Source: an optimization exercise on an open RTL-to-GDS flow (aim: small area, a short achievable clock period and few clock cycles per item). Production flows keep margins and buffers that such runs may drop. In this exercise RTL edits were held to simulation tests only and were not proved equivalent to the original. Power figures rest on the tool's default switching activity, not on a simulated workload.

$ cat flow/design.v
package lmps_pkg;
  localparam int COLUMNS_DEF  = 8;
  localparam int CHANNELS_DEF = 15;
  localparam int PIXELS_DEF   = 5;
  localparam int OP_W       = 2;
  localparam int COORD_W    = 3;
  localparam int BYTE_W     = 8;
  localparam int DRIVE_W    = 15;
  localparam int IN_DATA_W  = 32;
  localparam int OUT_DATA_W = 24;
  localparam logic [3:0] TICK_LAST = 4'd15;
  localparam logic [OP_W-1:0] OP_TICK  = 2'd0;
  localparam logic [OP_W-1:0] OP_WRITE = 2'd1;
  localparam logic [OP_W-1:0] OP_CLEAR = 2'd2;
  localparam logic [OP_W-1:0] OP_NOP   = 2'd3;
  localparam logic [1:0] ACT_NONE  = 2'd0;
  localparam logic [1:0] ACT_SHIFT = 2'd1;
  localparam logic [1:0] ACT_RESET = 2'd2;
endpackage
module lmps_ram #(
  parameter int COLUMNS = 8,
  parameter int PIXELS  = 5,
  parameter int PW      = 15
) (
  input  logic                       clk,
  input  logic                       rst,
  input  logic                       we,
  input  logic [2:0]                 wcol,
  input  logic [2:0]                 wpix,
  input  logic [PW-1:0]              wdata,
  input  logic                       clr,
  input  logic [COLUMNS-1:0]         rsel,
  output logic [PIXELS*PW-1:0]       rdata,
  output logic [PIXELS-1:0]          rvalid
);
  logic [PW-1:0]     mem [COLUMNS][PIXELS];
  logic [PIXELS-1:0] vld [COLUMNS];
  always_ff @(posedge clk) begin
    for (int c = 0; c < COLUMNS; c++) begin
      for (int p = 0; p < PIXELS; p++) begin
        if (we && wcol == 3'(c) && wpix == 3'(p)) begin
          mem[c][p] <= wdata;
        end
      end
    end
  end
  always_ff @(posedge clk) begin
    for (int c = 0; c < COLUMNS; c++) begin
      for (int p = 0; p < PIXELS; p++) begin
        if (rst || clr) begin
          vld[c][p] <= 1'b0;
        end else if (we && wcol == 3'(c) && wpix == 3'(p)) begin
          vld[c][p] <= 1'b1;
        end
      end
    end
  end
  always_comb begin
    rdata  = '0;
    rvalid = '0;
    for (int c = 0; c < COLUMNS; c++) begin
      for (int p = 0; p < PIXELS; p++) begin
        rdata[p*PW +: PW] = rdata[p*PW +: PW] | (mem[c][p] & {PW{rsel[c]}});
      end
      rvalid = rvalid | (vld[c] & {PIXELS{rsel[c]}});
    end
  end
endmodule
module lmps_enc (
  input  logic [7:0] s,
  output logic [4:0] code
);
  logic lo;
  logic hi;
  assign lo   = (s[7:4] == 4'd0);
  assign hi   = (s[7:4] == 4'd1) && (s[3:0] <= 4'd13);
  assign code = hi ? {1'b1, s[3:0] + 4'd1} :
                lo ? {1'b0, s[3:0]} : 5'd0;
endmodule
module lmps_seq (
  input  logic [4:0] code,
  input  logic [3:0] t,
  output logic       on_hold,
  output logic       on_tick
);
  logic [3:0] w;
  logic       lt;
  logic       eq;
  assign w  = code[3:0];
  assign eq = (t == w);
  assign lt = (!t[3] && w[3]) || ((t[3] == w[3]) &&
              ((!t[2] && w[2]) || ((t[2] == w[2]) &&
              ((!t[1] && w[1]) || ((t[1] == w[1]) &&
              (!t[0] && w[0]))))));
  assign on_tick = code[4] ^ lt;
  assign on_hold = code[4] ^ (lt || eq);
endmodule
module led_matrix_pwm_scanner #(
  parameter int COLUMNS  = lmps_pkg::COLUMNS_DEF,
  parameter int CHANNELS = lmps_pkg::CHANNELS_DEF
) (
  input  logic                              clk,
  input  logic                              rst,
  input  logic                              s_tvalid,
  output logic                              s_tready,
  input  logic [lmps_pkg::IN_DATA_W-1:0]    s_tdata,
  input  logic [lmps_pkg::OP_W-1:0]         s_tuser,
  output logic                              m_tvalid,
  input  logic                              m_tready,
  output logic [lmps_pkg::OUT_DATA_W-1:0]   m_tdata
);
  localparam int PIXELS = lmps_pkg::PIXELS_DEF;
  localparam int PW     = 15;
  localparam int RW     = lmps_pkg::DRIVE_W + 2;
  logic              in_rdy;
  logic              cmd_v;
  logic [1:0]        cmd_op;
  logic [2:0]        cmd_col;
  logic [2:0]        cmd_row;
  logic [PW-1:0]     cmd_pix;
  logic [PW-1:0]     in_pix;
  logic [3:0]        tick_pos;
  logic [COLUMNS-1:0] col_oh;
  logic [PIXELS*PW-1:0] snap;
  logic [PIXELS-1:0] snap_vld;
  logic [RW-1:0]     out_d;
  logic              sk_v;
  logic [1:0]        sk_act;
  logic              exec;
  logic              is_tick;
  logic              reload;
  logic              do_write;
  logic              do_clear;
  logic [PIXELS*PW-1:0] col_data;
  logic [PIXELS-1:0] col_vld;
  logic [CHANNELS-1:0] drive;
  logic [1:0]        action;
  logic              cmd_v_nx;
  logic              sk_v_nx;
  assign s_tready = in_rdy;
  assign m_tdata  = {7'b0000000, out_d};
  assign exec     = cmd_v && !sk_v;
  assign is_tick  = exec && (cmd_op == lmps_pkg::OP_TICK);
  assign reload   = is_tick && (tick_pos == lmps_pkg::TICK_LAST);
  assign do_write = exec && (cmd_op == lmps_pkg::OP_WRITE);
  assign do_clear = exec && (cmd_op == lmps_pkg::OP_CLEAR);
  lmps_enc u_enc_b (.s(s_tdata[21:14]), .code(in_pix[4:0]));
  lmps_enc u_enc_r (.s(s_tdata[13:6]),  .code(in_pix[9:5]));
  lmps_enc u_enc_g (.s(s_tdata[29:22]), .code(in_pix[14:10]));
  lmps_ram #(
    .COLUMNS (COLUMNS),
    .PIXELS  (PIXELS),
    .PW      (PW)
  ) u_frame (
    .clk    (clk),
    .rst    (rst),
    .we     (do_write),
    .wcol   (cmd_col),
    .wpix   (cmd_row),
    .wdata  (cmd_pix),
    .clr    (do_clear),
    .rsel   (col_oh),
    .rdata  (col_data),
    .rvalid (col_vld)
  );
  for (genvar k = 0; k < CHANNELS; k++) begin : g_drive
    logic [4:0] fc;
    logic       on_hold;
    logic       on_tick;
    assign fc = col_data[5*k +: 5];
    lmps_seq u_cmp (
      .code    (snap[5*k +: 5]),
      .t       (tick_pos),
      .on_hold (on_hold),
      .on_tick (on_tick)
    );
    assign drive[k] = reload  ? (col_vld[k/3] && !fc[4] && (fc[3:0] != 4'd0)) :
                      is_tick ? (snap_vld[k/3] && on_tick)
                              : (snap_vld[k/3] && on_hold);
  end
  assign action = !reload   ? lmps_pkg::ACT_NONE :
                  col_oh[COLUMNS-1] ? lmps_pkg::ACT_RESET : lmps_pkg::ACT_SHIFT;
  assign cmd_v_nx = in_rdy ? s_tvalid : (cmd_v && !exec);
  assign sk_v_nx  = (!m_tvalid || m_tready) ? 1'b0 : (sk_v || exec);
  always_ff @(posedge clk) begin
    if (rst) begin
      cmd_v  <= 1'b0;
      in_rdy <= 1'b1;
    end else begin
      cmd_v  <= cmd_v_nx;
      in_rdy <= !(cmd_v_nx && sk_v_nx);
    end
  end
  always_ff @(posedge clk) begin
    if (in_rdy) begin
      cmd_op  <= s_tuser;
      cmd_col <= s_tdata[2:0];
      cmd_row <= s_tdata[5:3];
      cmd_pix <= in_pix;
    end
  end
  always_ff @(posedge clk) begin
    if (rst) begin
      tick_pos <= '0;
      col_oh   <= COLUMNS'(1);
      snap_vld <= '0;
    end else if (is_tick) begin
      tick_pos <= reload ? 4'd1 : tick_pos + 4'd1;
      if (reload) begin
        col_oh   <= {col_oh[COLUMNS-2:0], col_oh[COLUMNS-1]};
        snap_vld <= col_vld;
      end
    end
  end
  always_ff @(posedge clk) begin
    if (reload) begin
      snap <= col_data;
    end
  end
  always_ff @(posedge clk) begin
    if (rst) begin
      m_tvalid <= 1'b0;
      sk_v     <= 1'b0;
    end else begin
      m_tvalid <= (m_tvalid && !m_tready) || sk_v || exec;
      sk_v     <= sk_v_nx;
    end
  end
  always_ff @(posedge clk) begin
    if (!m_tvalid || m_tready) begin
      out_d <= {sk_v ? sk_act : action, drive};
    end
    if (exec) begin
      sk_act <= action;
    end
  end
endmodule
$ cat flow/run.sh
#!/bin/bash
# synth_recipe.tcl (not shown) runs the flow's synth.tcl, then flattens the netlist and writes it again
# the make line also repeats each setting of config.mk as NAME=value (left out here)
make -C /OpenROAD-flow-scripts/flow DESIGN_CONFIG=/design/flow/config.mk WORK_HOME=/design/flow/orfs CLKGATE_MAP_FILE= SYNTH_SCRIPT=/design/flow/synth_recipe.tcl finish
$ cat flow/config.mk
export PLATFORM = sky130hd
export DESIGN_NAME = led_matrix_pwm_scanner
export DESIGN_NICKNAME = led_matrix_pwm_scanner
export VERILOG_FILES = /design/flow/design.v
export SDC_FILE = /design/flow/constraint.sdc
export NUM_CORES = 4
export LEC_CHECK = 0
export CAP_MARGIN = 20
export CORE_MARGIN = 2
export CORE_UTILIZATION = 65
export CTS_CLUSTER_DIAMETER = 100
export CTS_CLUSTER_SIZE = 30
export SETUP_SLACK_MARGIN = 4.5
export SLEW_MARGIN = 20
export TNS_END_PERCENT = 0
$ cat flow/constraint.sdc
create_clock -name core_clock -period 7.0 [get_ports {clk}]
set_input_delay 1.4000 -clock core_clock [delete_from_list [all_inputs] [get_ports {clk}]]
set_output_delay 1.4000 -clock core_clock [all_outputs]
set_load 0.01 [all_outputs]
==> results.cfg, run 1 <==
[synthesis]
ys_ff_latch = 778
yosysMostFrequentCell = edfxtp_1
syn_inst = 1754
ys.flop_type = edfxtp_1
yosys-top-cells-area = edfxtp_1 (73%), a22oi_1 (8.1%), dfxtp_1 (4.1%)
synth_top_cell_area_share_pct = 72.9
synth-edff-count = 717
yosys_warnings = 4
synth.avg_cell_area_sq_um = 16.8
netlist_area_sq_um = 29500
ys_seq_area_share_pct = 77.1
synth_common_cells = edfxtp_1 (717), a22oi_1 (320), nand4_1 (93), nor2_1 (75), ha_1 (70)
yosysTopAreaCell = edfxtp_1
async_reset_ff_share_pct = 0
synth_cell_types = 63

[hold_path]
hold_path.class = reg -> reg

[clocking]
cts_max_level = 1
insertion_delay_ns = 0.63
cts_tree = yes
root_buffer = clkbuf_16
cts_num_sinks = 778
cts_buffers = 29
clk_transition_reported_paths_ns = 0.12
cts_buffer_depth = 3

[timing]
slew_headroom_pct = 31.6
report.final.slew_viol_count = 0
setup_violations = 0
hold_viol = 0
fmax_mhz = 376
layout_setup_ws_ns = 4.34
finClkSkew_ns = 0.0227
period_share_pct = 38.0
tightest_slew_ns = 1.03
setup_tns_ns = 0
rsz0062_at_grt = yes
min_period_ns = 2.66

[detailed_routing]
ant_nets = 0
routed-via-count = 16900
viasPerCell = 6.90
dr.pass1.iters = 5
drtIter0Drc = 2166
wl_um = 72400
drcViolationCount = 0
wl_per_cell_um = 29.5

[pwr]
p_leak_nw = 9.46
p_sw_w = 0.00140
combPwrFrac_pct = 1.8
pwr-share-seq_pct = 69.4
peakVddDrop_mv = 0.322
clkPwrFrac_pct = 28.8
intPower_w = 0.00589
p_sw_share_pct = 19.1
finalPower_w = 0.00729
powerDensity_nw_per_um2 = 228

[global_route]
globalRouteOverflowTotal = 0
grt_pass1_vias = 16700
grt_pass1_wl_um = 105000
track_usage_pct = 30.6
antenna_found_initial = 1
grt_start_max_net_pins = 52

[setup_path]
cp_cell_sequence = buf_6 > a22oi_1 > nand4_1 > or3b_1 > o221ai_1
cp_max_fo = 45
required_ns = 7.37
startpoint_type = flop
cp_slowest_stage_delay_ns = 0.64
crit_type = reg -> reg
critPathArrivalTime_ns = 3.03
end_kind = flop
path_delay_family = flip-flops
worst-path-buf-inv = 1
cp_slowest_cell = dfxtp_4

[floorplanning]
initial_core_util_pct = 65.5
core_area_sq_um = 45100
die_h_um = 217
row_count = 78
die_area_sq_um = 47100
pin_count = 64
die_x_um = 217

[finish]
antenna_cells = 0
layout-drive-gt1-share_pct = 8.59
fin_util_pct = 71.0
area_delta_synth_final_pct = 8.49
fin_nets = 1938

[place]
dp_hpwl_um = 39200
io_buffers = 54
routabilityCongestion = 0.813
place_ws_ns = 3.74

[run]
cap_violations = 0

[status]
status = finished clean
flip-flops by register name, indices dropped and copies added, names as in the netlist, 2 cells and up:
register,flops
u_frame.mem,600
snap,75
u_frame.vld,40
out_d,17
cmd_pix,15
col_oh,8
snap_vld,5
tick_pos,4
cmd_col,3
cmd_row,3
cmd_op,2
sk_act,2
path summary, 6_finish.rpt:
check | start | end | slack (ns) | cells after the start
min reg2reg | u_frame.vld[0][4] | u_frame.vld[0][4] | 0.48 | 1
max reg2reg | col_oh[0] | out_d[10] | 4.34 | 5
min | u_frame.vld[0][4] | u_frame.vld[0][4] | 0.48 | 1
max | col_oh[0] | out_d[10] | 4.34 | 5
layout by cell type, fill, tap and decap left out, types with 13 or more instances in the layout:
cell             count
ha_1                70
nand4_1             93
nor4_1              18
inv_1               13
buf_4               67
nand2_1             44
dfxtp_1             52
nor2_1              74
or3b_1              14
clkbuf_16           29
a22oi_1            320
clkbuf_1            23
a21oi_1             42
clkdlybuf4s50_1     35
o21a_1              32
edfxtp_1           717
layer usage:
metal	track usage (%)	routed length (um)
met5	0	0
met4	8.04	1610
met3	3.16	6600
met2	50.5	35000
met1	44.6	29200
what timing repair did:
| item | CTS | global route |
|---|---|---|
| pin swaps | 1 | 0 |
| buffers inserted | 5 | 4 |
| setup endpoints to repair | 106 | 165 |
| hold endpoints to repair | 0 | 0 |
| hold buffers | 0 | 0 |
| resized for setup | 32 | 45 |
cell type report:
class,instances,area (sq um)
flip-flops and latches,778,22800
fillers,2936,13100
multi-input cells,871,6380
well taps,600,751
inverters,15,65.1
repair buffers,135,1230
clock buffers,53,826
power by group through the flow:
stage | combinational (W) | clock [W] | sequential [W]
3_3_place_gp | 0.000125 | 0 | 0.00516
6_report | 0.000131 | 0.00210 | 0.00506
4_1_cts | 0.000128 | 0.00212 | 0.00506
5_1_grt | 0.000140 | 0.00225 | 0.00506
2_1_floorplan | 0.0000410 | 0 | 0.00518
3_5_place_dp | 0.000130 | 0 | 0.00516
through the flow:
stage | instances | hold slack [ns] | cell area, sq um
after global placement | 2390 | 0.448 | 31000
after CTS | 2448 | 0.481 | 31900
final | 2452 | 0.481 | 32000
after global routing | 2452 | 0.497 | 32000
after floorplan | 1760 | 0.437 | 29600
after detailed placement | 2390 | 0.454 | 31000
cell families (layout without fill, tap and decap cells):
family / after synthesis / after routing / share of synthesized area, %
AND/OR/NAND/NOR: 311 / 311 / 5.97
adder cells (fa/ha/maj): 70 / 70 / 2.97
other: 1 / 7 / 0.0127
XOR/XNOR: 5 / 5 / 0.148
flip-flops: 778 / 778 / 77.1
buffers and inverters: 111 / 203 / 1.77
AO/OA/AOI/OAI: 478 / 478 / 12.1
Testbench counts, summed over its fixed seeds: cycles 12,016, items 12,000.
==> inputs of run 2 (changes only) <==
--- a/flow/config.mk
+++ b/flow/config.mk
@@ -5,9 +5,10 @@
 export SDC_FILE = /design/flow/constraint.sdc
 export NUM_CORES = 4
 export LEC_CHECK = 0
+export ABC_CLOCK_PERIOD_IN_PS = 2500
 export CAP_MARGIN = 20
 export CORE_MARGIN = 2
-export CORE_UTILIZATION = 65
+export CORE_UTILIZATION = 40
 export CTS_CLUSTER_DIAMETER = 100
 export CTS_CLUSTER_SIZE = 30
 export SETUP_SLACK_MARGIN = 4.5
==> run 2 against run 1 <==
- still clean
- first-iteration DRC count fell by 17%
- worst setup slack about the same
- die area is 61% higher
- synthesized cell count stayed put
- highest routed layer unchanged
==> results.cfg, run 2 <==
[status]
status = finished clean

[place]
dp_cells = 2751
routabilityCongestion = 0.776
dp_hpwl_um = 40700
place_ws_ns = 3.65
io_buffers = 54

[global_route]
track_usage_pct = 19.8
globalRouteOverflowTotal = 0
grt_pass1_wl_um = 110000
grt_pass1_vias = 16400
antenna_found_initial = 2
grt_start_max_net_pins = 67

[timing]
min_period_ns = 2.66
rsz0062_at_grt = yes
fmax_mhz = 376
finClkSkew_ns = 0.0184
tightest_slew_ns = 0.909
layout_setup_ws_ns = 4.34
report.final.slew_viol_count = 0
period_share_pct = 38.0
slew_headroom_pct = 38.8
setup_violations = 0
hold_viol = 0
hold_ws_ns = 0.479
setup_tns_ns = 0

[synthesis]
ys_ff_latch = 778
ys.flop_type = edfxtp_1
synth-edff-count = 717
synth_common_cells = edfxtp_1 (717), a22oi_1 (320), nand4_1 (93), nor2_1 (75), ha_1 (70)
synth.avg_cell_area_sq_um = 16.8
async_reset_ff_share_pct = 0
yosysMostFrequentCell = edfxtp_1
yosys_warnings = 4
ys_seq_area_share_pct = 77.1
syn_inst = 1754
synth_top_cell_area_share_pct = 72.9
yosysTopAreaCell = edfxtp_1
synth_cell_types = 63
yosys-top-cells-area = edfxtp_1 (73%), a22oi_1 (8.1%), dfxtp_1 (4.1%)
netlist_area_sq_um = 29500

[finish]
multi_input_area_sq_um = 6370
layout-drive-gt1-share_pct = 9.49
final_cell_mix = edfxtp_1 (717), a22oi_1 (320), nand4_1 (93)
fillers = 6267
fin_nets = 1949
stdcell_count = 2825
final_common_cell = edfxtp_1
largest_reg_flops = 600
final-seq-area_sq_um = 22800
largest-register = u_frame.mem
area_delta_synth_final_pct = 10.7
reg_top3 = u_frame.mem x600, snap x75, u_frame.vld x40

[setup_path]
cp_cell_sequence = buf_12 > buf_6
r2r_setup_slack_ns = 4.38
crit_path_end = s_tready
cp_slowest_stage_delay_ns = 0.37
timing.critical_path.from = in_rdy
r2r_cells = 7
critPathArrivalTime_ns = 1.26
cp_slowest_cell = dfxtp_4
timing.rr.end = out_d[14]
cp_max_fo = 2
required_ns = 5.60
crit_type = reg -> out
end_kind = primary output
startpoint_type = flop
r2r_start = tick_pos[3]

[clocking]
root_buffer = clkbuf_16
clk_transition_reported_paths_ns = 0.11
insertion_delay_ns = 0.63
cts_tree = yes
cts_max_level = 1
cts_buffers = 30
cts_buffer_depth = 3
cts_num_sinks = 778

[floorplanning]
die_h_um = 276
pin_count = 64
core_area_sq_um = 73000
die_x_um = 276
initial_core_util_pct = 40.5
row_count = 99
die_area_sq_um = 76000

[detailed_routing]
drtIter0Drc = 1807
viasPerCell = 5.93
wl_per_cell_um = 27.0
routed-via-count = 16800
drcViolationCount = 0
wl_um = 76300
dr.pass1.iters = 6
ant_nets = 0

[hold_path]
hold_path.class = reg -> reg

[pwr]
p_leak_nw = 9.57
peakVddDrop_mv = 0.229
finalPower_w = 0.00742
powerDensity_nw_per_um2 = 227

[run]
cap_violations = 0
==> run 2: changes by cell type in the layout (fill, tap and decap cells not counted), moves of 3 or more <==
cell	previous run	this run
buf_2	1	7
buf_4	67	76
buf_8	3	6
clkbuf_2	10	4
clkinvlp_4	1	4
inv_1	13	10
==> run 2: cell type report <==
class,instances,share of cell area (%)
antenna,1,0.00765
clock buffer,52,2.61
clock inverter,4,0.195
inverter,15,0.256
multi-input combinational,871,19.5
sequential,778,69.7
tap,959,3.67
timing repair buffer,145,4.07
==> run 2: layer usage <==
layer,vias to the layer above,GRT usage (%),part of all wire (%)
met5,-,0,0
li1,7340,-,-
met4,0,3.13,1.1
met3,53,2.39,7.4
met1,8705,27.9,43
met2,664,33.8,49
==> run 2: repair_timing <==
item,CTS,global route
hold buffers,0,0
resized for setup,77,17
cloned,1,0
setup endpoints to repair,162,181
pin swaps,0,1
setup buffers,12,4
==> run 2: kinds of logic after synthesis <==
family | count (synthesis) | share of synthesized area [%]
other | 1 | 0.0127
and+or+nand+nor | 311 | 5.97
buffers and inverters | 111 | 1.77
DFF | 778 | 77.1
adders and majority gates | 70 | 2.97
xor gates and xnor gates | 5 | 0.148
AOI/OAI and AO/OA | 478 | 12.1
==> run 2: worst min-delay path by stage <==
stage	from	endpoint	slack [ns]	depth (start not counted)
after floorplan	u_frame.vld[4][2]	u_frame.vld[4][2]	0.44	2
after global placement	u_frame.vld[0][4]	u_frame.vld[0][4]	0.45	1
after detailed placement	u_frame.vld[2][4]	u_frame.vld[2][4]	0.46	1
after CTS	u_frame.vld[1][3]	u_frame.vld[1][3]	0.48	1
after global routing	u_frame.vld[3][1]	u_frame.vld[3][1]	0.49	1
final	u_frame.vld[3][1]	u_frame.vld[3][1]	0.48	1
==> run 2: power breakdown <==
group	total, W	leakage (nW)	switching, W	internal (W)
sequential	0.00506	6.56	0.0000123	0.00504
combinational	0.000135	2.58	0.0000927	0.0000421
clock	0.00223	0.437	0.00134	0.000891
total	0.00742	9.57	0.00145	0.00598
==> run 2: per-stage QoR <==
stage | util, % | area (sq um)
after floorplan | - | 29600
after global placement | 43.1 | 31400
after detailed placement | 43.1 | 31400
after CTS | 44.7 | 32600
after global routing | 44.8 | 32700
final | 44.8 | 32700
==> run 2: critical path: cells and delay by family (launching register included) <==
kind / cells / cell delay [ns]
DFF: 1 / 0.37
buffers and inverters: 2 / 0.26
==> inputs of run 3 (changes only) <==
--- a/flow/config.mk
+++ b/flow/config.mk
@@ -5,7 +5,6 @@
 export SDC_FILE = /design/flow/constraint.sdc
 export NUM_CORES = 4
 export LEC_CHECK = 0
-export ABC_CLOCK_PERIOD_IN_PS = 2500
 export CAP_MARGIN = 20
 export CORE_MARGIN = 2
 export CORE_UTILIZATION = 40
==> run 3 against run 2 <==
- critical path depth is the same
- still clean
- final area unchanged
- largest power group unchanged
- synthesized area is the same
- combinational power about the same
==> results.cfg, run 3 <==
[status]
status = finished clean

[timing]
period_share_pct = 38.0
rsz0062_at_grt = yes
hold_viol = 0
min_period_ns = 2.66
report.final.slew_viol_count = 0
setup_tns_ns = 0
hold_ws_ns = 0.479
setup_violations = 0
fmax_mhz = 376
tightest_slew_ns = 0.909
slew_headroom_pct = 38.8
finClkSkew_ns = 0.0184

[finish]
reg_top3 = u_frame.mem x600, snap x75, u_frame.vld x40
largest-register = u_frame.mem
final-seq-area_sq_um = 22800
largest_reg_flops = 600
multi_input_area_sq_um = 6370
final_common_cell = edfxtp_1
fin_nets = 1949
final_cell_mix = edfxtp_1 (717), a22oi_1 (320), nand4_1 (93)
layout-drive-gt1-share_pct = 9.49
area_delta_synth_final_pct = 10.7
fillers = 6267

[synthesis]
ys_seq_area_share_pct = 77.1
yosys-top-cells-area = edfxtp_1 (73%), a22oi_1 (8.1%), dfxtp_1 (4.1%)
synth-edff-count = 717
ys_ff_latch = 778
synth_cell_types = 63
ys.flop_type = edfxtp_1
yosys_warnings = 4
synth_top_cell_area_share_pct = 72.9
synth.avg_cell_area_sq_um = 16.8
async_reset_ff_share_pct = 0
yosysMostFrequentCell = edfxtp_1
synth_common_cells = edfxtp_1 (717), a22oi_1 (320), nand4_1 (93), nor2_1 (75), ha_1 (70)
netlist_area_sq_um = 29500
yosysTopAreaCell = edfxtp_1
syn_inst = 1754

[clocking]
cts_max_level = 1
root_buffer = clkbuf_16
cts_tree = yes
cts_num_sinks = 778
cts_buffers = 30
clk_transition_reported_paths_ns = 0.11
cts_buffer_depth = 3
insertion_delay_ns = 0.63

[global_route]
grt_start_max_net_pins = 67
globalRouteOverflowTotal = 0
track_usage_pct = 19.8
antenna_found_initial = 2
grt_pass1_vias = 16400
grt_pass1_wl_um = 110000

[setup_path]
cp_max_fo = 2
r2r_cells = 7
startpoint_type = flop
end_kind = primary output
timing.critical_path.from = in_rdy
crit_type = reg -> out
r2r_start = tick_pos[3]
critPathArrivalTime_ns = 1.26
required_ns = 5.60

[place]
routabilityCongestion = 0.776
io_buffers = 54
dp_hpwl_um = 40700

[pwr]
p_sw_share_pct = 19.5
p_sw_w = 0.00145
powerDensity_nw_per_um2 = 227
p_leak_nw = 9.57
pwr-share-seq_pct = 68.1
intPower_w = 0.00598
clkPwrFrac_pct = 30.1
combPwrFrac_pct = 1.8
peakVddDrop_mv = 0.229

[detailed_routing]
dr.pass1.iters = 6
wl_per_cell_um = 27.0
drcViolationCount = 0
ant_nets = 0
viasPerCell = 5.93
drtIter0Drc = 1807
routed-via-count = 16800
wl_um = 76300

[floorplanning]
die_x_um = 276
core_area_sq_um = 73000
row_count = 99
pin_count = 64
die_h_um = 276
initial_core_util_pct = 40.5
die_area_sq_um = 76000

[hold_path]
hold_depth = 1
min-delay-start = u_frame.vld[3][1]
hold_path.class = reg -> reg

[run]
cap_violations = 0
==> run 3: layout make-up <==
class | instances | share of cell area [%]
tap | 959 | 3.67
clock buffer | 52 | 2.61
timing repair buffer | 145 | 4.07
clock inverter | 4 | 0.195
sequential | 778 | 69.7
antenna | 1 | 0.00765
inverter | 15 | 0.256
multi-input combinational | 871 | 19.5
==> run 3: critical path, cell delays in order, from the launching register on <==
cell and delay, ns:
dfxtp_4 0.37, buf_12 0.14, buf_6 0.12
==> run 3: what timing repair did <==
| item | in CTS | in global routing |
|---|---|---|
| pin swaps | 0 | 1 |
| hold buffers | 0 | 0 |
| buffers inserted | 12 | 4 |
| cloned | 1 | 0 |
| gates resized for setup | 77 | 17 |
| endpoints found under the setup margin | 162 | 181 |
==> run 3: path summary, 6_finish.rpt <==
check / slack [ns] / end
setup reg to reg: 4.38 / out_d[14]
setup / recovery: 4.34 / s_tready
hold / removal: 0.48 / u_frame.vld[3][1]
hold reg to reg: 0.48 / u_frame.vld[3][1]
==> run 3: cells by family after synthesis <==
family / count (synthesis) / synth area share (%)
flip-flops: 778 / 77.1
buffers and inverters: 111 / 1.77
AND/OR/NAND/NOR: 311 / 5.97
AO/OA/AOI/OAI: 478 / 12.1
other: 1 / 0.0127
adder cells (fa/ha/maj): 70 / 2.97
XOR/XNOR: 5 / 0.148
==> run 3: through the flow <==
step / instance area [sq um] / utilization, % / instances / setup slack, ns / power (W)
6_report: 32700 / 44.8 / 2825 / 4.34 / 0.00742
5_1_grt: 32700 / 44.8 / 2824 / 4.30 / 0.00762
4_1_cts: 32600 / 44.7 / 2820 / 4.30 / 0.00746
3_5_place_dp: 31400 / 43.1 / 2751 / 3.65 / 0.00530
3_3_place_gp: 31400 / 43.1 / 2751 / 3.69 / 0.00529
2_1_floorplan: 29600 / - / 1760 / 4.47 / 0.00522
==> run 3: metal layers <==
layer	global-route usage, %	up-vias	share of wire, %
met5	0	-	0
met4	3.13	0	1.1
li1	-	7340	-
met3	2.39	53	7.4
met1	27.9	8705	43
met2	33.8	664	49
==> run 3: power groups by stage <==
stage | Clock (W) | Combinational, W | Sequential (W)
final | 0.00223 | 0.000135 | 0.00506
after floorplan | 0 | 0.0000410 | 0.00518
after CTS | 0.00227 | 0.000133 | 0.00506
after global placement | 0 | 0.000130 | 0.00516
after global routing | 0.00242 | 0.000146 | 0.00506
after detailed placement | 0 | 0.000134 | 0.00516
==> inputs of run 4 (changes only) <==
--- a/flow/config.mk
+++ b/flow/config.mk
@@ -10,6 +10,6 @@
 export CORE_UTILIZATION = 40
 export CTS_CLUSTER_DIAMETER = 100
 export CTS_CLUSTER_SIZE = 30
-export SETUP_SLACK_MARGIN = 4.5
+export SETUP_SLACK_MARGIN = 4.3
 export SLEW_MARGIN = 20
 export TNS_END_PERCENT = 0
==> run 4 against run 3 <==
- largest power group unchanged
- clock power barely moved
- core utilization fell by 0.50 points
- sequential power barely moved
- non-clock buffer count fell by 19
- via count fell by 1.2%
- critical path type unchanged
- synthesized area did not move
- largest cell class unchanged
==> results.cfg, run 4 <==
[clocking]
cts_tree = yes
cts_buffer_depth = 3
root_buffer = clkbuf_16
clk_transition_reported_paths_ns = 0.12
cts_num_sinks = 778
cts_max_level = 1
cts_setup_buffers = 0
insertion_delay_ns = 0.64
cts_buffers = 30

[timing]
fmax_mhz = 342
hold_viol = 0
setup_violations = 0
min_period_ns = 2.92
finClkSkew_ns = 0.0251
tightest_slew_ns = 1.02
rsz0062_at_grt = yes
setup_tns_ns = 0
period_share_pct = 41.8
report.final.slew_viol_count = 0
slew_headroom_pct = 31.7

[detailed_routing]
wl_um = 74800
drtIter0Drc = 1887
viasPerCell = 5.90
routed-via-count = 16600
drcViolationCount = 0
dr.pass1.iters = 6
ant_nets = 0
wl_per_cell_um = 26.7

[hold_path]
hold_depth = 1
hold_path.class = reg -> reg
min_to = u_frame.vld[2][1]
min-delay-start = u_frame.vld[2][1]

[setup_path]
cp_slowest_stage_delay_ns = 0.54
startpoint_type = flop
path_delay_family = buffers and inverters
crit_type = reg -> out
required_ns = 5.60
critPathArrivalTime_ns = 1.52
r2r_cells = 4
cp_cell_sequence = clkdlybuf4s50_1
r2r_setup_slack_ns = 4.09
timing.rr.end = u_frame.mem[20][4]
cp_max_fo = 1
end_kind = primary output
worst-path-buf-inv = 1
cp_slowest_cell = clkdlybuf4s50_1
r2r_start = cmd_op[1]

[synthesis]
synth_cell_types = 63
synth_top_cell_area_share_pct = 72.9
synth-edff-count = 717
ys.flop_type = edfxtp_1
yosys-top-cells-area = edfxtp_1 (73%), a22oi_1 (8.1%), dfxtp_1 (4.1%)
ys_ff_latch = 778
yosys_warnings = 4
synth_common_cells = edfxtp_1 (717), a22oi_1 (320), nand4_1 (93), nor2_1 (75), ha_1 (70)
syn_inst = 1754
ys_seq_area_share_pct = 77.1
synth.avg_cell_area_sq_um = 16.8
netlist_area_sq_um = 29500
async_reset_ff_share_pct = 0
yosysTopAreaCell = edfxtp_1
yosysMostFrequentCell = edfxtp_1

[finish]
fillers = 6315
fin_area_sq_um = 32300
reg_top3 = u_frame.mem x600, snap x75, u_frame.vld x40
layout-drive-gt1-share_pct = 7.37
final_cell_mix = edfxtp_1 (717), a22oi_1 (320), nand4_1 (93)
fin_nets = 1930
largest_reg_flops = 600
final_common_cell = edfxtp_1
area_delta_synth_final_pct = 9.48
largest-register = u_frame.mem

[floorplanning]
die_area_sq_um = 76000
core_area_sq_um = 73000
die_h_um = 276
die_x_um = 276
initial_core_util_pct = 40.5
pin_count = 64
row_count = 99

[place]
io_buffers = 54
routabilityCongestion = 0.794
dp_hpwl_um = 41500
placed_cell_area_sq_um = 31400

[run]
cap_violations = 0

[global_route]
track_usage_pct = 19.4
grt_pass1_vias = 16400
grt_pass1_wl_um = 108000
antenna_found_initial = 4
globalRouteOverflowTotal = 0
grt_start_max_net_pins = 61

[status]
status = finished clean

[pwr]
powerDensity_nw_per_um2 = 229
peakVddDrop_mv = 0.192
p_leak_nw = 9.41
==> run 4: cell counts after synthesis <==
No cell type changed its count.
==> run 4: cell families (layout without fill, tap and decap cells) <==
group           Yosys count  after routing  share of synthesized area [%]
compound gates          478            478                           12.1
xor+xnor                  5              5                          0.148
fa+ha+maj                70             70                           2.97
buf+inv                 111            197                           1.77
flops                   778            778                           77.1
other cells               1              9                         0.0127
simple gates            311            311                           5.97
==> run 4: worst max-delay path by stage <==
stage	startpoint	end	depth (start not counted)
after floorplan	s_tdata[23]	cmd_pix[11]	5
after global placement	s_tdata[22]	cmd_pix[11]	6
after detailed placement	s_tdata[14]	cmd_pix[1]	6
after CTS	out_d[8]	m_tdata[8]	1
after global routing	out_d[2]	m_tdata[2]	1
final	out_d[8]	m_tdata[8]	1
==> run 4: per-stage QoR <==
stage               total power (W)  hold WS, ns  setup slack (ns)  std cells  utilization [%]
floorplan                   0.00522        0.437              4.38       1760                -
global placement            0.00529        0.447              3.66       2749             43.0
detailed placement          0.00530        0.455              3.60       2749             43.0
CTS                         0.00743        0.482              4.05       2805             44.3
global route                0.00758        0.498              4.01       2805             44.3
finish                      0.00740        0.483              4.08       2807             44.3
==> run 4: area by class of cell <==
cell class	instances	area, sq um	share of cell area [%]
clock buffers	52	855	2.64
inverters	15	57.6	0.178
well taps	959	1200	3.71
clock inverters	4	40.0	0.124
repair buffers	126	1080	3.36
diodes	2	5.00	0.0155
flip-flops and latches	778	22800	70.5
multi-input cells	871	6300	19.5
==> run 4: power by group <==
part	total, W	internal [W]	switching, W
Combinational	0.000133	0.0000416	0.0000909
Clock	0.00221	0.000854	0.00135
Sequential	0.00506	0.00504	0.0000116
==> run 4: worst reg2reg max path: stages, from the launching register on <==
cell and delay (ns):
edfxtp_1 0.60, and4bb_2 0.56, and2_1 0.25, nand2_1 0.26, nor2_2 0.86
==> run 4: per-layer routing <==
layer	part of all wire, %	GRT usage [%]
met3	6.7	1.66
met5	0	0
met4	1.4	3.61
met2	50	33.8
met1	42	26.9
==> run 4: what timing repair did <==
action,in CTS,in global routing
gates resized for setup,14,4
hold buffers,0,0
endpoints found under the setup margin,76,154
==> inputs of run 5 (changes only) <==
--- a/flow/config.mk
+++ b/flow/config.mk
@@ -10,6 +10,6 @@
 export CORE_UTILIZATION = 40
 export CTS_CLUSTER_DIAMETER = 100
 export CTS_CLUSTER_SIZE = 30
-export SETUP_SLACK_MARGIN = 4.3
+export SETUP_SLACK_MARGIN = 5
 export SLEW_MARGIN = 20
 export TNS_END_PERCENT = 0
==> run 5 against run 4 <==
- count of clock-buffer cells in the layout up 1
- final area up 0.74%
- highest routed layer unchanged
- flip-flop and latch count unchanged
- core utilization up 0.33 points
- wire length up 1.7%
==> results.cfg, run 5 <==
[status]
status = finished clean

[place]
dp_hpwl_um = 41300
routabilityCongestion = 0.774
io_buffers = 54
placed_cell_area_sq_um = 31600
dp_cells = 2751

[finish]
stdcell_count = 2814
final_common_cell = edfxtp_1
fillers = 6268
fin_area_sq_um = 32600
final_cell_mix = edfxtp_1 (717), a22oi_1 (320), nand4_1 (93)
layout-drive-gt1-share_pct = 8.63
reg_top3 = u_frame.mem x600, snap x75, u_frame.vld x40
largest-register = u_frame.mem
fin_nets = 1938
area_delta_synth_final_pct = 10.3
largest_reg_flops = 600

[synthesis]
yosysTopAreaCell = edfxtp_1
synth-edff-count = 717
synth_common_cells = edfxtp_1 (717), a22oi_1 (320), nand4_1 (93), nor2_1 (75), ha_1 (70)
synth.avg_cell_area_sq_um = 16.8
yosys-top-cells-area = edfxtp_1 (73%), a22oi_1 (8.1%), dfxtp_1 (4.1%)
async_reset_ff_share_pct = 0
yosysMostFrequentCell = edfxtp_1
syn_inst = 1754
synth_cell_types = 63
ys_seq_area_share_pct = 77.1
ys_ff_latch = 778
synth_top_cell_area_share_pct = 72.9
yosys_warnings = 4
ys.flop_type = edfxtp_1
netlist_area_sq_um = 29500

[timing]
setup_violations = 0
period_share_pct = 39.5
setup_tns_ns = 0
finClkSkew_ns = 0.0243
tightest_slew_ns = 1.09
hold_ws_ns = 0.478
min_period_ns = 2.77
report.final.slew_viol_count = 0
fmax_mhz = 361
rsz0062_at_grt = yes
slew_headroom_pct = 27.5
hold_viol = 0

[setup_path]
cp_slowest_stage_delay_ns = 0.37
startpoint_type = flop
cp_slowest_cell = dfxtp_4
cp_cell_sequence = buf_12 > clkdlybuf4s15_2
end_kind = primary output
cp_max_fo = 2
r2r_setup_slack_ns = 4.32
required_ns = 5.60
worst-path-buf-inv = 2
path_delay_family = flip-flops
crit_type = reg -> out
critPathArrivalTime_ns = 1.37

[detailed_routing]
wl_um = 76100
drtIter0Drc = 1827
routed-via-count = 16700
ant_nets = 0
viasPerCell = 5.95
dr.pass1.iters = 7
wl_per_cell_um = 27.0
drcViolationCount = 0

[pwr]
intPower_w = 0.00594
clkPwrFrac_pct = 29.7
combPwrFrac_pct = 1.9
p_leak_nw = 9.52
finalPower_w = 0.00740
pwr-share-seq_pct = 68.4
p_sw_w = 0.00145
peakVddDrop_mv = 0.212
p_sw_share_pct = 19.6
powerDensity_nw_per_um2 = 227

[floorplanning]
die_area_sq_um = 76000
row_count = 99
die_x_um = 276
pin_count = 64
core_area_sq_um = 73000
die_h_um = 276
initial_core_util_pct = 40.5

[clocking]
cts_buffers = 30
cts_num_sinks = 778
insertion_delay_ns = 0.63
root_buffer = clkbuf_16
cts_buffer_depth = 3
cts_tree = yes
clk_transition_reported_paths_ns = 0.11
cts_max_level = 1

[global_route]
globalRouteOverflowTotal = 0
grt_pass1_vias = 16600
grt_pass1_wl_um = 110000
grt_start_max_net_pins = 57
antenna_found_initial = 1
track_usage_pct = 19.7

[hold_path]
hold_path.class = reg -> reg

[run]
cap_violations = 0
-- run 5: layout make-up --
class / count / area [sq um] / share of cell area (%)
antenna: 1 / 2.50 / 0.00768
clock buffer: 53 / 858 / 2.64
tap: 959 / 1200 / 3.68
clock inverter: 3 / 36.3 / 0.111
multi-input combinational: 871 / 6390 / 19.6
sequential: 778 / 22800 / 70.0
timing repair buffer: 134 / 1200 / 3.69
inverter: 15 / 96.3 / 0.296
-- run 5: cells by family after synthesis --
| logic type | synth area share, % |
|---|---|
| buf+inv | 1.77 |
| flops | 77.1 |
| compound gates | 12.1 |
| simple gates | 5.97 |
| fa+ha+maj | 2.97 |
| other cells | 0.0127 |
| xor+xnor | 0.148 |
-- run 5: power groups by stage --
stage	Clock (W)	Combinational [W]	Sequential, W
floorplan	0	0.0000454	0.00518
global placement	0	0.000134	0.00516
detailed placement	0	0.000140	0.00516
CTS	0.00224	0.000138	0.00506
global route	0.00239	0.000148	0.00506
finish	0.00220	0.000138	0.00506
-- run 5: final timing paths --
path                                         from           endpoint  cells past startpoint
worst max register to register          col_oh[2]           out_d[4]                      5
worst max-delay path                       in_rdy           s_tready                      2
worst min-delay path            u_frame.vld[1][3]  u_frame.vld[1][3]                      1
worst min register to register  u_frame.vld[1][3]  u_frame.vld[1][3]                      1
-- run 5: timing repair --
item	CTS	global route
pin swaps	1	0
setup endpoints to repair	871	867
cloned	1	0
resized for setup	40	4
hold buffers	0	0
setup buffers	3	2
-- run 5: worst register-to-register path, cell delays in order, from the launching register on --
cell     delay, ns
dfxtp_4       0.73
buf_6         0.54
a22oi_1       0.22
nand4_1       0.34
or3b_1        0.39
o32ai_1       0.20
-- run 5: stage by stage --
stage	util, %	worst slack [ns]
after detailed placement	43.2	3.80
final	44.6	4.23
after global routing	44.6	4.20
after CTS	44.6	4.20
after floorplan	-	4.61
after global placement	43.2	3.84
-- run 5: routing by layer --
metal	global-route usage, %	wire length (um)
met5	0	0
met4	4.56	1440
met3	2.87	5940
met2	33.2	36700
met1	27.3	32000
==> inputs of run 6 (changes only) <==
--- a/flow/design.v
+++ b/flow/design.v
@@ -124,6 +124,7 @@
   logic [PIXELS*PW-1:0] snap;
   logic [PIXELS-1:0] snap_vld;
   logic [RW-1:0]     out_d;
+  logic              rdy_int;
   logic              sk_v;
   logic [1:0]        sk_act;
   logic              exec;
@@ -139,6 +140,7 @@
   logic              sk_v_nx;
   assign s_tready = in_rdy;
   assign m_tdata  = {7'b0000000, out_d};
+  assign rdy_int  = !(cmd_v && sk_v);
   assign exec     = cmd_v && !sk_v;
   assign is_tick  = exec && (cmd_op == lmps_pkg::OP_TICK);
   assign reload   = is_tick && (tick_pos == lmps_pkg::TICK_LAST);
@@ -180,7 +182,7 @@
   end
   assign action = !reload   ? lmps_pkg::ACT_NONE :
                   col_oh[COLUMNS-1] ? lmps_pkg::ACT_RESET : lmps_pkg::ACT_SHIFT;
-  assign cmd_v_nx = in_rdy ? s_tvalid : (cmd_v && !exec);
+  assign cmd_v_nx = rdy_int ? s_tvalid : (cmd_v && !exec);
   assign sk_v_nx  = (!m_tvalid || m_tready) ? 1'b0 : (sk_v || exec);
   always_ff @(posedge clk) begin
     if (rst) begin
@@ -192,7 +194,7 @@
     end
   end
   always_ff @(posedge clk) begin
-    if (in_rdy) begin
+    if (rdy_int) begin
       cmd_op  <= s_tuser;
       cmd_col <= s_tdata[2:0];
       cmd_row <= s_tdata[5:3];
--- a/flow/config.mk
+++ b/flow/config.mk
@@ -10,6 +10,6 @@
 export CORE_UTILIZATION = 40
 export CTS_CLUSTER_DIAMETER = 100
 export CTS_CLUSTER_SIZE = 30
-export SETUP_SLACK_MARGIN = 5
+export SETUP_SLACK_MARGIN = 4.6
 export SLEW_MARGIN = 20
 export TNS_END_PERCENT = 0
==> run 6 against run 5 <==
- core utilization about the same
- clock skew increased by 0.0086 ns
- critical path type unchanged
- fmax increased by 5.0%
- sequential power about the same
- clock power increased by 3%
- sequential share of layout area decreased by 0.063 points
- die area decreased by 0.27%
- wire length increased by 0.91%
- critical endpoint is now m_tdata[10]
- first-iteration DRC count decreased by 4.5%
- largest power group unchanged
- combinational power decreased by 5%
- final area about the same
==> results.cfg, run 6 <==
[pwr]
p_sw_share_pct = 19.4
intPower_w = 0.00600
pwr-share-seq_pct = 67.8
clkPwrFrac_pct = 30.4
finalPower_w = 0.00744
powerDensity_nw_per_um2 = 228
peakVddDrop_mv = 0.214
p_sw_w = 0.00145
p_leak_nw = 11.0
combPwrFrac_pct = 1.8

[setup_path]
worst-path-buf-inv = 1
cp_cell_sequence = buf_2
cp_max_fo = 1
path_delay_family = flip-flops
required_ns = 5.60
end_kind = primary output
cp_slowest_cell = edfxtp_1
r2r_setup_slack_ns = 4.39
crit_type = reg -> out
r2r_start = tick_pos[0]
r2r_cells = 6
timing.rr.end = out_d[13]
crit_cells = 1
crit_path_end = m_tdata[10]
critPathArrivalTime_ns = 1.24
timing.critical_path.from = out_d[10]
startpoint_type = flop
cp_slowest_stage_delay_ns = 0.42

[detailed_routing]
dr.pass1.iters = 5
wl_per_cell_um = 27.2
drcViolationCount = 0
wl_um = 76800
viasPerCell = 5.93
routed-via-count = 16700
ant_nets = 0
drtIter0Drc = 1745

[synthesis]
yosysTopAreaCell = edfxtp_1
synth-edff-count = 717
async_reset_ff_share_pct = 0
yosys-top-cells-area = edfxtp_1 (73%), a22oi_1 (8.2%), dfxtp_1 (4.1%)
synth_top_cell_area_share_pct = 73.1
synth_cell_types = 62
yosys_warnings = 4
netlist_area_sq_um = 29400
ys.flop_type = edfxtp_1
ys_ff_latch = 778
synth_common_cells = edfxtp_1 (717), a22oi_1 (320), nand4_1 (93), nor2_1 (74), ha_1 (70)
yosysMostFrequentCell = edfxtp_1
syn_inst = 1753
synth.avg_cell_area_sq_um = 16.8
ys_seq_area_share_pct = 77.3

[status]
status = finished clean

[timing]
hold_viol = 0
rsz0062_at_grt = yes
slew_headroom_pct = 29.1
setup_tns_ns = 0
min_period_ns = 2.64
fmax_mhz = 379
period_share_pct = 37.7
report.final.slew_viol_count = 0
hold_ws_ns = 0.484
tightest_slew_ns = 1.06
layout_setup_ws_ns = 4.36
finClkSkew_ns = 0.0328
setup_violations = 0

[finish]
final_common_cell = edfxtp_1
reg_top3 = u_frame.mem x600, snap x75, u_frame.vld x40
largest_reg_flops = 600
final_cell_mix = edfxtp_1 (717), a22oi_1 (320), nand4_1 (93)
fin_nets = 1942
largest-register = u_frame.mem
fin_area_sq_um = 32600
area_delta_synth_final_pct = 10.7
layout-drive-gt1-share_pct = 9.26

[global_route]
use_met1_pct = 26.3
grt_util_met2_pct = 34.2
antenna_found_initial = 1
top_usage_layer = met2
grt_pass1_wl_um = 110000
globalRouteOverflowTotal = 0
grt_util_met3_pct = 3.59
grt_start_max_net_pins = 56
track_usage_pct = 20.0
grt_pass1_vias = 16700

[place]
io_buffers = 54
routabilityCongestion = 0.791
placed_cell_area_sq_um = 31400
dp_hpwl_um = 41000
place_ws_ns = 3.83

[floorplanning]
row_count = 99
core_area_sq_um = 73000
pin_count = 64
die_area_sq_um = 75800
die_h_um = 275
initial_core_util_pct = 40.4
die_x_um = 275

[clocking]
ctsHoldBuffers = 0
cts_tree = yes
cts_max_level = 1
insertion_delay_ns = 0.65
cts_buffer_depth = 3
clk_transition_reported_paths_ns = 0.11
cts_num_sinks = 778
cts_buffers = 30
root_buffer = clkbuf_16

[hold_path]
hold_depth = 1
hold_path.class = reg -> reg

[run]
cap_violations = 0
-- run 6: cell count changes in the layout (fill, tap and decap cells not counted), moves of 4 or more --
| cell | before | now |
|---|---|---|
| dlygate4sd2_1 | 15 | 0 |
| a31oi_1 | 0 | 4 |
| buf_2 | 3 | 17 |
| a31oi_4 | 4 | 0 |
-- run 6: power by group through the flow --
stage | clock [W] | sequential, W | combinational [W]
2_1_floorplan | 0 | 0.00517 | 0.0000412
3_5_place_dp | 0 | 0.00516 | 0.000132
5_1_grt | 0.00244 | 0.00505 | 0.000141
6_report | 0.00226 | 0.00505 | 0.000131
4_1_cts | 0.00229 | 0.00505 | 0.000129
3_3_place_gp | 0 | 0.00516 | 0.000127
-- run 6: layout make-up --
type / count / area (sq um)
antenna: 2 / 5.00
clock buffer: 54 / 926
clock inverter: 2 / 22.5
fill: 6268 / 40400
inverter: 15 / 65.1
multi-input combinational: 869 / 6330
sequential: 778 / 22800
tap: 959 / 1200
timing repair buffer: 140 / 1260
-- run 6: per-layer routing --
metal	up-vias	wire length [um]	share of wire [%]
met4	2	1760	2.3
met5	-	13	0.017
li1	7334	-	-
met2	691	37500	49
met3	117	6050	7.9
met1	8586	31500	41
-- run 6: how the worst min path moves through the flow --
| stage | start | end |
|---|---|---|
| 3_5_place_dp | u_frame.vld[0][2] | u_frame.vld[0][2] |
| 6_report | u_frame.vld[2][4] | u_frame.vld[2][4] |
| 3_3_place_gp | u_frame.vld[1][2] | u_frame.vld[1][2] |
| 2_1_floorplan | u_frame.vld[5][0] | u_frame.vld[5][0] |
| 4_1_cts | u_frame.vld[0][2] | u_frame.vld[0][2] |
| 5_1_grt | u_frame.vld[2][4] | u_frame.vld[2][4] |
-- run 6: what timing repair did --
item,in CTS,in global routing
setup buffers,7,5
resized for setup,88,9
setup endpoints to repair,258,557
-- run 6: metrics by stage --
| step | utilization (%) | instances |
|---|---|---|
| 4_1_cts | 44.6 | 2812 |
| 6_report | 44.7 | 2819 |
| 3_3_place_gp | 43.1 | 2749 |
| 5_1_grt | 44.7 | 2817 |
| 3_5_place_dp | 43.1 | 2749 |
| 2_1_floorplan | - | 1759 |
-- run 6: cell families (layout without fill, tap and decap cells) --
group / after synthesis / in the layout / synth area share (%)
flops: 778 / 778 / 77.3
xor+xnor: 5 / 5 / 0.149
buf+inv: 112 / 211 / 1.75
other cells: 1 / 9 / 0.0127
compound gates: 478 / 478 / 11.9
fa+ha+maj: 70 / 70 / 2.97
simple gates: 309 / 309 / 5.93
Testbench counts of run 6, summed over its fixed seeds: cycles 12,016, items 12,000.
==> inputs of run 7 (changes only) <==
--- a/flow/config.mk
+++ b/flow/config.mk
@@ -7,9 +7,9 @@
 export LEC_CHECK = 0
 export CAP_MARGIN = 20
 export CORE_MARGIN = 2
-export CORE_UTILIZATION = 40
+export CORE_UTILIZATION = 55
 export CTS_CLUSTER_DIAMETER = 100
 export CTS_CLUSTER_SIZE = 30
-export SETUP_SLACK_MARGIN = 4.6
+export SETUP_SLACK_MARGIN = 4.5
 export SLEW_MARGIN = 20
 export TNS_END_PERCENT = 0
==> run 7 against run 6 <==
- core utilization rose by 16 points
- sequential power barely moved
- register-to-register slack barely moved
- critical path depth rose by 4
- via count rose by 0.97%
- cell count fell by 9.6%
- fmax rose by 0.59%
- die area fell by 27%
- worst setup slack improved by 0.015 ns
- largest cell class unchanged
- flip-flop and latch count did not move
- power fell by 1.6%
- count of clock-buffer cells in the layout fell by 2
==> results.cfg, run 7 <==
[setup_path]
r2r_cells = 5
required_ns = 7.36
end_kind = flop
startpoint_type = flop
cp_cell_sequence = buf_8 > a22oi_1 > nand4_1 > or3b_1 > o221ai_1
cp_max_fo = 48
critPathArrivalTime_ns = 2.98
crit_type = reg -> reg
cp_slowest_stage_delay_ns = 0.67
cp_slowest_cell = dfxtp_4
r2r_start = col_oh[5]
r2r_setup_slack_ns = 4.38
timing.rr.end = out_d[10]

[finish]
antenna_cells = 0
area_delta_synth_final_pct = 9.21
largest_reg_flops = 600
final_common_cell = edfxtp_1
final_cell_mix = edfxtp_1 (717), a22oi_1 (320), nand4_1 (93)
fillers = 3907
fin_nets = 1945
largest-register = u_frame.mem
reg_top3 = u_frame.mem x600, snap x75, u_frame.vld x40
layout-drive-gt1-share_pct = 9.19

[timing]
report.final.slew_viol_count = 0
layout_setup_ws_ns = 4.38
rsz0062_at_grt = yes
finClkSkew_ns = 0.0222
slew_headroom_pct = 29.1
tightest_slew_ns = 1.06
hold_viol = 0
hold_ws_ns = 0.481
min_period_ns = 2.62
setup_tns_ns = 0
period_share_pct = 37.4
fmax_mhz = 382
setup_violations = 0

[status]
status = finished clean

[pwr]
powerDensity_nw_per_um2 = 228
clkPwrFrac_pct = 29.3
finalPower_w = 0.00733
pwr-share-seq_pct = 68.9
peakVddDrop_mv = 0.174
p_sw_share_pct = 19.5
combPwrFrac_pct = 1.7
p_leak_nw = 11.0
intPower_w = 0.00590
p_sw_w = 0.00143

[global_route]
grt_pass1_vias = 16400
grt_pass1_wl_um = 110000
grt_start_max_net_pins = 55
track_usage_pct = 27.3
globalRouteOverflowTotal = 0
antenna_found_initial = 3

[detailed_routing]
viasPerCell = 6.63
routed-via-count = 16900
dr.pass1.iters = 5
drtIter0Drc = 2072
ant_nets = 0
drcViolationCount = 0
wl_per_cell_um = 30.0
wl_um = 76400

[clocking]
root_buffer = clkbuf_16
insertion_delay_ns = 0.65
cts_tree = yes
cts_buffer_depth = 3
cts_max_level = 1
clk_transition_reported_paths_ns = 0.12
cts_buffers = 29
cts_num_sinks = 778

[floorplanning]
core_area_sq_um = 52800
die_h_um = 235
die_area_sq_um = 55400
die_x_um = 235
pin_count = 64
row_count = 84
initial_core_util_pct = 55.8

[run]
cap_violations = 0

[synthesis]
ys_seq_area_share_pct = 77.3
yosysTopAreaCell = edfxtp_1
ys_ff_latch = 778
yosys_warnings = 4
yosys-top-cells-area = edfxtp_1 (73%), a22oi_1 (8.2%), dfxtp_1 (4.1%)
syn_inst = 1753
netlist_area_sq_um = 29400
synth_common_cells = edfxtp_1 (717), a22oi_1 (320), nand4_1 (93), nor2_1 (74), ha_1 (70)
async_reset_ff_share_pct = 0
synth_top_cell_area_share_pct = 73.1
ys.flop_type = edfxtp_1
yosysMostFrequentCell = edfxtp_1
synth_cell_types = 62
synth.avg_cell_area_sq_um = 16.8
synth-edff-count = 717

[place]
place_ws_ns = 3.71
routabilityCongestion = 0.798
io_buffers = 54
dp_hpwl_um = 40200

[hold_path]
min_to = u_frame.vld[1][2]
min-delay-start = u_frame.vld[1][2]
hold_path.class = reg -> reg
hold_depth = 1
-- run 7: cell counts after synthesis --
Identical to the previous run, type by type.
-- run 7: cell type report --
type / instances / area (sq um) / area share (%)
multi-input cells: 869 / 6310 / 19.6
well taps: 688 / 861 / 2.68
repair buffers: 144 / 1300 / 4.04
clock buffers: 52 / 812 / 2.53
inverters: 15 / 70.1 / 0.218
flip-flops and latches: 778 / 22800 / 70.8
clock inverters: 2 / 26.3 / 0.0817
-- run 7: worst max path at each step --
stage	from	to	cells after the start	slack (ns)
after floorplan	s_tdata[23]	cmd_pix[11]	5	4.47
after global placement	s_tdata[14]	cmd_pix[1]	6	3.77
after detailed placement	s_tdata[22]	cmd_pix[11]	6	3.71
after CTS	out_d[3]	m_tdata[3]	1	4.30
after global routing	out_d[0]	m_tdata[0]	1	4.38
final	col_oh[5]	out_d[10]	5	4.38
-- run 7: kinds of logic after synthesis --
| logic type | Yosys count | synth area share (%) |
|---|---|---|
| and+or+nand+nor | 309 | 5.93 |
| adders and majority gates | 70 | 2.97 |
| other | 1 | 0.0127 |
| DFF | 778 | 77.3 |
| AOI/OAI and AO/OA | 478 | 11.9 |
| buffers and inverters | 112 | 1.75 |
| xor gates and xnor gates | 5 | 0.149 |
-- run 7: critical path: cells and delay by family, from the launching register on --
| kind | cells | cell delay [ns] |
|---|---|---|
| DFF | 1 | 0.67 |
| AOI/OAI and AO/OA | 2 | 0.63 |
| and+or+nand+nor | 2 | 0.58 |
| buffers and inverters | 1 | 0.45 |
-- run 7: timing repair --
action,in CTS,in global routing
hold buffers,0,0
endpoints found under the hold margin,0,0
setup endpoints to repair,89,159
setup buffers,7,10
gates resized for setup,52,42
pin swaps,0,3
-- run 7: power by group through the flow --
stage | sequential (W) | combinational [W] | clock (W)
floorplan | 0.00517 | 0.0000390 | 0
global placement | 0.00516 | 0.000123 | 0
detailed placement | 0.00516 | 0.000127 | 0
CTS | 0.00505 | 0.000126 | 0.00217
global route | 0.00505 | 0.000136 | 0.00233
finish | 0.00505 | 0.000127 | 0.00215
-- run 7: metal layers --
layer,vias to the layer above,wire length (um),GRT usage (%)
met1,8757,32900,40.9
met4,2,1780,6.47
met5,-,13,0
met3,95,5570,2.42
li1,7331,-,-
met2,707,36100,44.0
-- run 7: through the flow --
stage	area, sq um	util [%]	std cells
after global routing	32200	61.0	2548
final	32200	61.0	2548
after detailed placement	31000	58.8	2477
after global placement	31000	58.8	2477
after floorplan	29500	-	1759
after CTS	32100	60.8	2538
==> inputs of run 8 (changes only) <==
--- a/flow/config.mk
+++ b/flow/config.mk
@@ -7,9 +7,10 @@
 export LEC_CHECK = 0
 export CAP_MARGIN = 20
 export CORE_MARGIN = 2
-export CORE_UTILIZATION = 55
+export CORE_UTILIZATION = 40
 export CTS_CLUSTER_DIAMETER = 100
 export CTS_CLUSTER_SIZE = 30
+export PLACE_DENSITY = 0.75
 export SETUP_SLACK_MARGIN = 4.5
 export SLEW_MARGIN = 20
 export TNS_END_PERCENT = 0
==> run 8 against run 7 <==
- core utilization fell by 17 points
- worst setup slack got worse by 0.090 ns
- via count rose by 0.96%
- count of clock-buffer cells in the layout did not move
- fmax fell by 3.3%
- final area rose by 0.78%
- first-iteration DRC count rose by 1.8%
- cell count rose by 10%
- die area rose by 37%
- critical path depth did not move
- critical path type unchanged
==> results.cfg, run 8 <==
[detailed_routing]
ant_nets = 0
wl_per_cell_um = 25.7
viasPerCell = 6.08
routed-via-count = 17100
drtIter0Drc = 2110
dr.pass1.iters = 6
wl_um = 72200
drcViolationCount = 0

[setup_path]
crit_type = reg -> reg
r2r_setup_slack_ns = 4.29
path_delay_family = simple AND/OR/NAND/NOR gates
required_ns = 7.37
worst-path-buf-inv = 1
cp_cell_sequence = buf_8 > a22oi_1 > nand4_1 > or3b_1 > o32ai_1
startpoint_type = flop
cp_slowest_cell = dfxtp_4
cp_max_fo = 54
end_kind = flop
cp_slowest_stage_delay_ns = 0.64
critPathArrivalTime_ns = 3.08

[floorplanning]
pin_count = 64
row_count = 99
die_area_sq_um = 75800
die_h_um = 275
initial_core_util_pct = 40.4
die_x_um = 275
core_area_sq_um = 73000

[place]
io_buffers = 54
dp_hpwl_um = 39700
routabilityCongestion = 0.842

[finish]
reg_top3 = u_frame.mem x600, snap x75, u_frame.vld x40
fin_nets = 1932
largest-register = u_frame.mem
fillers = 6130
final_common_cell = edfxtp_1
area_delta_synth_final_pct = 10.1
layout-drive-gt1-share_pct = 8.01
final_cell_mix = edfxtp_1 (717), a22oi_1 (320), nand4_1 (93)
largest_reg_flops = 600

[synthesis]
synth_common_cells = edfxtp_1 (717), a22oi_1 (320), nand4_1 (93), nor2_1 (74), ha_1 (70)
async_reset_ff_share_pct = 0
yosysTopAreaCell = edfxtp_1
yosysMostFrequentCell = edfxtp_1
synth-compound-area-share_pct = 11.9
synth.avg_cell_area_sq_um = 16.8
netlist_area_sq_um = 29400
yosys_warnings = 4
yosys-top-cells-area = edfxtp_1 (73%), a22oi_1 (8.2%), dfxtp_1 (4.1%)
yosys.area_share.adder_pct = 2.97
synth-edff-count = 717
synth-simple-area-share_pct = 5.93
ys.flop_type = edfxtp_1
syn_inst = 1753
synth-xor-area-share_pct = 0.149
synth_mux_area_share_pct = 0
synth_top_family_by_area = compound AO/OA/AOI/OAI gates
synth_cell_types = 62
ys_seq_area_share_pct = 77.3
synth_top_cell_area_share_pct = 73.1
ys_ff_latch = 778

[pwr]
finalPower_w = 0.00729
powerDensity_nw_per_um2 = 225
p_leak_nw = 10.9
peakVddDrop_mv = 0.180

[timing]
tightest_slew_ns = 1.03
slew_headroom_pct = 31.4
period_share_pct = 38.7
setup_violations = 0
finClkSkew_ns = 0.0282
rsz0062_at_grt = yes
setup_tns_ns = 0
report.final.slew_viol_count = 0
hold_viol = 0
fmax_mhz = 369
min_period_ns = 2.71

[clocking]
cts_tree = yes
root_buffer = clkbuf_16
clk_transition_reported_paths_ns = 0.11
cts_buffers = 29
cts_buffer_depth = 3
cts_max_level = 1
ctsHoldBuffers = 0
insertion_delay_ns = 0.65
cts_num_sinks = 778

[run]
cap_violations = 0

[global_route]
antenna_found_initial = 3
track_usage_pct = 18.8
grt_pass1_vias = 16700
grt_pass1_wl_um = 106000
grt_start_max_net_pins = 59
globalRouteOverflowTotal = 0

[hold_path]
hold_path.class = reg -> reg

[status]
status = finished clean
[run 8: cell counts after synthesis]
No cell type changed its count.
[run 8: timing repair]
action	CTS	global route
resized for setup	64	9
endpoints found under the setup margin	295	402
endpoints found under the hold margin	0	0
pin swaps	0	5
setup buffers	3	9
[run 8: cells by family (layout without fill, tap and decap cells)]
family / after synthesis / in the layout
XOR/XNOR: 5 / 5
flip-flops: 778 / 778
AO/OA/AOI/OAI: 478 / 478
AND/OR/NAND/NOR: 309 / 309
other: 1 / 8
buffers and inverters: 112 / 200
adder cells (fa/ha/maj): 70 / 70
[run 8: report_power, final]
part | internal [W] | switching [W]
Clock | 0.000804 | 0.00131
Sequential | 0.00504 | 0.0000112
Combinational | 0.0000411 | 0.0000872
Total | 0.00589 | 0.00141
[run 8: metal layers]
metal	wire length [um]	global-route usage (%)
met1	26800	24.9
met2	35300	31.6
met3	8500	3.78
met4	1560	4.92
met5	12	0
[run 8: metrics by stage]
step                      setup WS (ns)  utilization [%]  cells  hold WS [ns]  instance area (sq um)
after CTS                          4.27             44.2   2797         0.483                  32300
after floorplan                    4.47                -   1759         0.437                  29500
after global placement             3.80             42.9   2740         0.447                  31300
final                              4.29             44.4   2807         0.484                  32400
after detailed placement           3.71             42.9   2740         0.457                  31300
after global routing               4.26             44.4   2806         0.493                  32400
[run 8: final timing paths]
check | startpoint | endpoint | cells past startpoint
min reg2reg | u_frame.vld[2][4] | u_frame.vld[2][4] | 1
max reg2reg | col_oh[1] | out_d[3] | 5
max | col_oh[1] | out_d[3] | 5
min | u_frame.vld[2][4] | u_frame.vld[2][4] | 1
[run 8: area by class of cell]
type                            count  area, sq um  share of cell area, %
Inverter                           15         68.8                  0.212
Clock inverter                      2         23.8                 0.0734
Multi-Input combinational cell    869         6320                   19.5
Antenna cell                        1         2.50                0.00772
Clock buffer                       52          812                   2.51
Sequential cell                   778        22800                   70.3
Timing Repair Buffer              131         1200                   3.71
Tap cell                          959         1200                   3.70
==> inputs of run 9 (changes only) <==
--- a/flow/config.mk
+++ b/flow/config.mk
@@ -5,12 +5,12 @@
 export SDC_FILE = /design/flow/constraint.sdc
 export NUM_CORES = 4
 export LEC_CHECK = 0
+export ABC_AREA = 1
 export CAP_MARGIN = 20
 export CORE_MARGIN = 2
 export CORE_UTILIZATION = 40
 export CTS_CLUSTER_DIAMETER = 100
 export CTS_CLUSTER_SIZE = 30
-export PLACE_DENSITY = 0.75
 export SETUP_SLACK_MARGIN = 4.5
 export SLEW_MARGIN = 20
 export TNS_END_PERCENT = 0
==> run 9 against run 8 <==
- global-route usage rose by 0.18 points
- largest cell class unchanged
- critical path type is now reg -> out
- fmax fell by 1.9%
- still clean
- die area rose by 6.6%
- core utilization fell by 0.37 points
==> results.cfg, run 9 <==
[timing]
finClkSkew_ns = 0.0246
hold_ws_ns = 0.458
fmax_mhz = 362
rsz0062_at_grt = yes
hold_viol = 0
min_period_ns = 2.76
slew_headroom_pct = 27.0
setup_tns_ns = 0

[synthesis]
synth-xor-area-share_pct = 0.195
netlist_area_sq_um = 31400
ys_ff_latch = 778
async_reset_ff_share_pct = 0
yosys-top-cells-area = edfxtp_1 (69%), nand2_1 (14%), dfxtp_1 (3.9%)
synth-edff-count = 717
synth_top_family_by_area = simple AND/OR/NAND/NOR gates
yosysTopAreaCell = edfxtp_1
synth_mux_area_share_pct = 0
yosysMostFrequentCell = nand2_1
synth-compound-area-share_pct = 2.02
ys_seq_area_share_pct = 72.4
synth-simple-area-share_pct = 18.9
yosys.area_share.adder_pct = 2.79

[floorplanning]
row_count = 102
die_h_um = 284
die_x_um = 284

[detailed_routing]
routed-via-count = 19400
wl_um = 77600
drtIter0Drc = 1998
dr.pass1.iters = 8
drcViolationCount = 0
ant_nets = 0
wl_per_cell_um = 20.0

[clocking]
clk_transition_reported_paths_ns = 0.11
insertion_delay_ns = 0.64
cts_buffer_depth = 3
ctsHoldBuffers = 0
cts_tree = yes
cts_num_sinks = 778
root_buffer = clkbuf_16

[hold_path]
hold_path.class = reg -> reg
min_to = u_frame.vld[7][0]
hold_depth = 2

[global_route]
track_usage_pct = 18.9
grt_start_max_net_pins = 68
globalRouteOverflowTotal = 0
grt_pass1_vias = 18400
grt_pass1_wl_um = 114000

[setup_path]
r2r_start = sk_v
cp_slowest_stage_delay_ns = 0.53
path_delay_family = flip-flops
critPathArrivalTime_ns = 1.36
required_ns = 5.60
worst-path-buf-inv = 1
end_kind = primary output

[finish]
fin_util_pct = 44.1
layout-drive-gt1-share_pct = 4.90
fin_area_sq_um = 34200
final_cell_mix = nand2_1 (1,180), edfxtp_1 (717), nor2_1 (207)
largest-register = u_frame.mem
largest_reg_flops = 600
area_delta_synth_final_pct = 8.78

[pwr]
pwr-share-seq_pct = 68.0
powerDensity_nw_per_um2 = 217
p_sw_share_pct = 19.8
clkPwrFrac_pct = 30.0
intPower_w = 0.00596
p_sw_w = 0.00147
combPwrFrac_pct = 2.0

[place]
io_buffers = 54

[status]
status = finished clean

[run]
cap_violations = 0
[run 9: changes by cell type after synthesis, moves of 15 or more]
cell / delta
nand3_1: +55
o21ai_0: +25
buf_1: -19
a22oi_1: -320
nand2_1: +1138
inv_1: +171
buf_2: +21
nor2_1: +136
a21oi_1: +15
nor4_1: -18
nand4_1: -67
o21a_1: -27
[run 9: metrics by stage]
stage                     cells  total power (W)  worst slack, ns
final                      3876          0.00743             4.24
after global routing       3876          0.00763             4.18
after CTS                  3873          0.00747             4.21
after detailed placement   3816          0.00531             3.78
after global placement     3816          0.00530             3.83
after floorplan            2764          0.00522             4.64
[run 9: power groups by stage]
stage          combinational (W)  sequential (W)  clock, W
2_1_floorplan          0.0000481         0.00518         0
3_3_place_gp            0.000143         0.00516         0
3_5_place_dp            0.000149         0.00516         0
4_1_cts                 0.000147         0.00505   0.00227
5_1_grt                 0.000159         0.00506   0.00242
6_report                0.000147         0.00505   0.00223
[run 9: what timing repair did]
item / 4_1_cts / 5_1_grt
pin swaps: 1 / 1
buffers inserted: 0 / 3
endpoints found under the setup margin: 509 / 482
cloned: 1 / 0
resized for setup: 50 / 9
[run 9: layout make-up]
class	count	area [sq um]	share of cell area [%]
Clock inverter	5	33.8	0.0988
Inverter	187	743	2.17
Timing Repair Buffer	103	868	2.54
Multi-Input combinational cell	1712	7590	22.2
Clock buffer	51	872	2.55
Tap cell	1040	1300	3.81
Sequential cell	778	22800	66.6
[run 9: kinds of logic (layout without fill, tap and decap cells)]
logic type,Yosys count,in the layout
adders and majority gates,70,70
other,1,7
DFF,778,778
and+or+nand+nor,1515,1516
buffers and inverters,275,346
AOI/OAI and AO/OA,112,112
xor gates and xnor gates,7,7
[run 9: worst max path at each step]
stage | from | end | slack (ns) | depth (start not counted)
global route | out_d[6] | m_tdata[6] | 4.18 | 1
floorplan | tick_pos[0] | out_d[16] | 4.64 | 6
global placement | cmd_op[0] | out_d[4] | 3.83 | 7
detailed placement | cmd_op[0] | out_d[4] | 3.78 | 7
CTS | out_d[6] | m_tdata[6] | 4.21 | 1
finish | out_d[6] | m_tdata[6] | 4.24 | 1
[run 9: layer usage]
metal | GRT usage (%) | vias up | wire length, um
li1 | - | 9206 | -
met1 | 26.7 | 9449 | 34200
met2 | 31.7 | 651 | 36300
met3 | 2.30 | 97 | 5590
met4 | 3.95 | 2 | 1490
met5 | 0 | - | 13
[run 9: worst register-to-register path: stages (launching register included)]
cell,delay [ns]
dfxtp_1,0.40
inv_1,0.08
nand2_1,0.14
nor3_2,0.34
nand2_1,0.19
nor2_2,0.34
nand2_1,0.16
inv_1,0.64
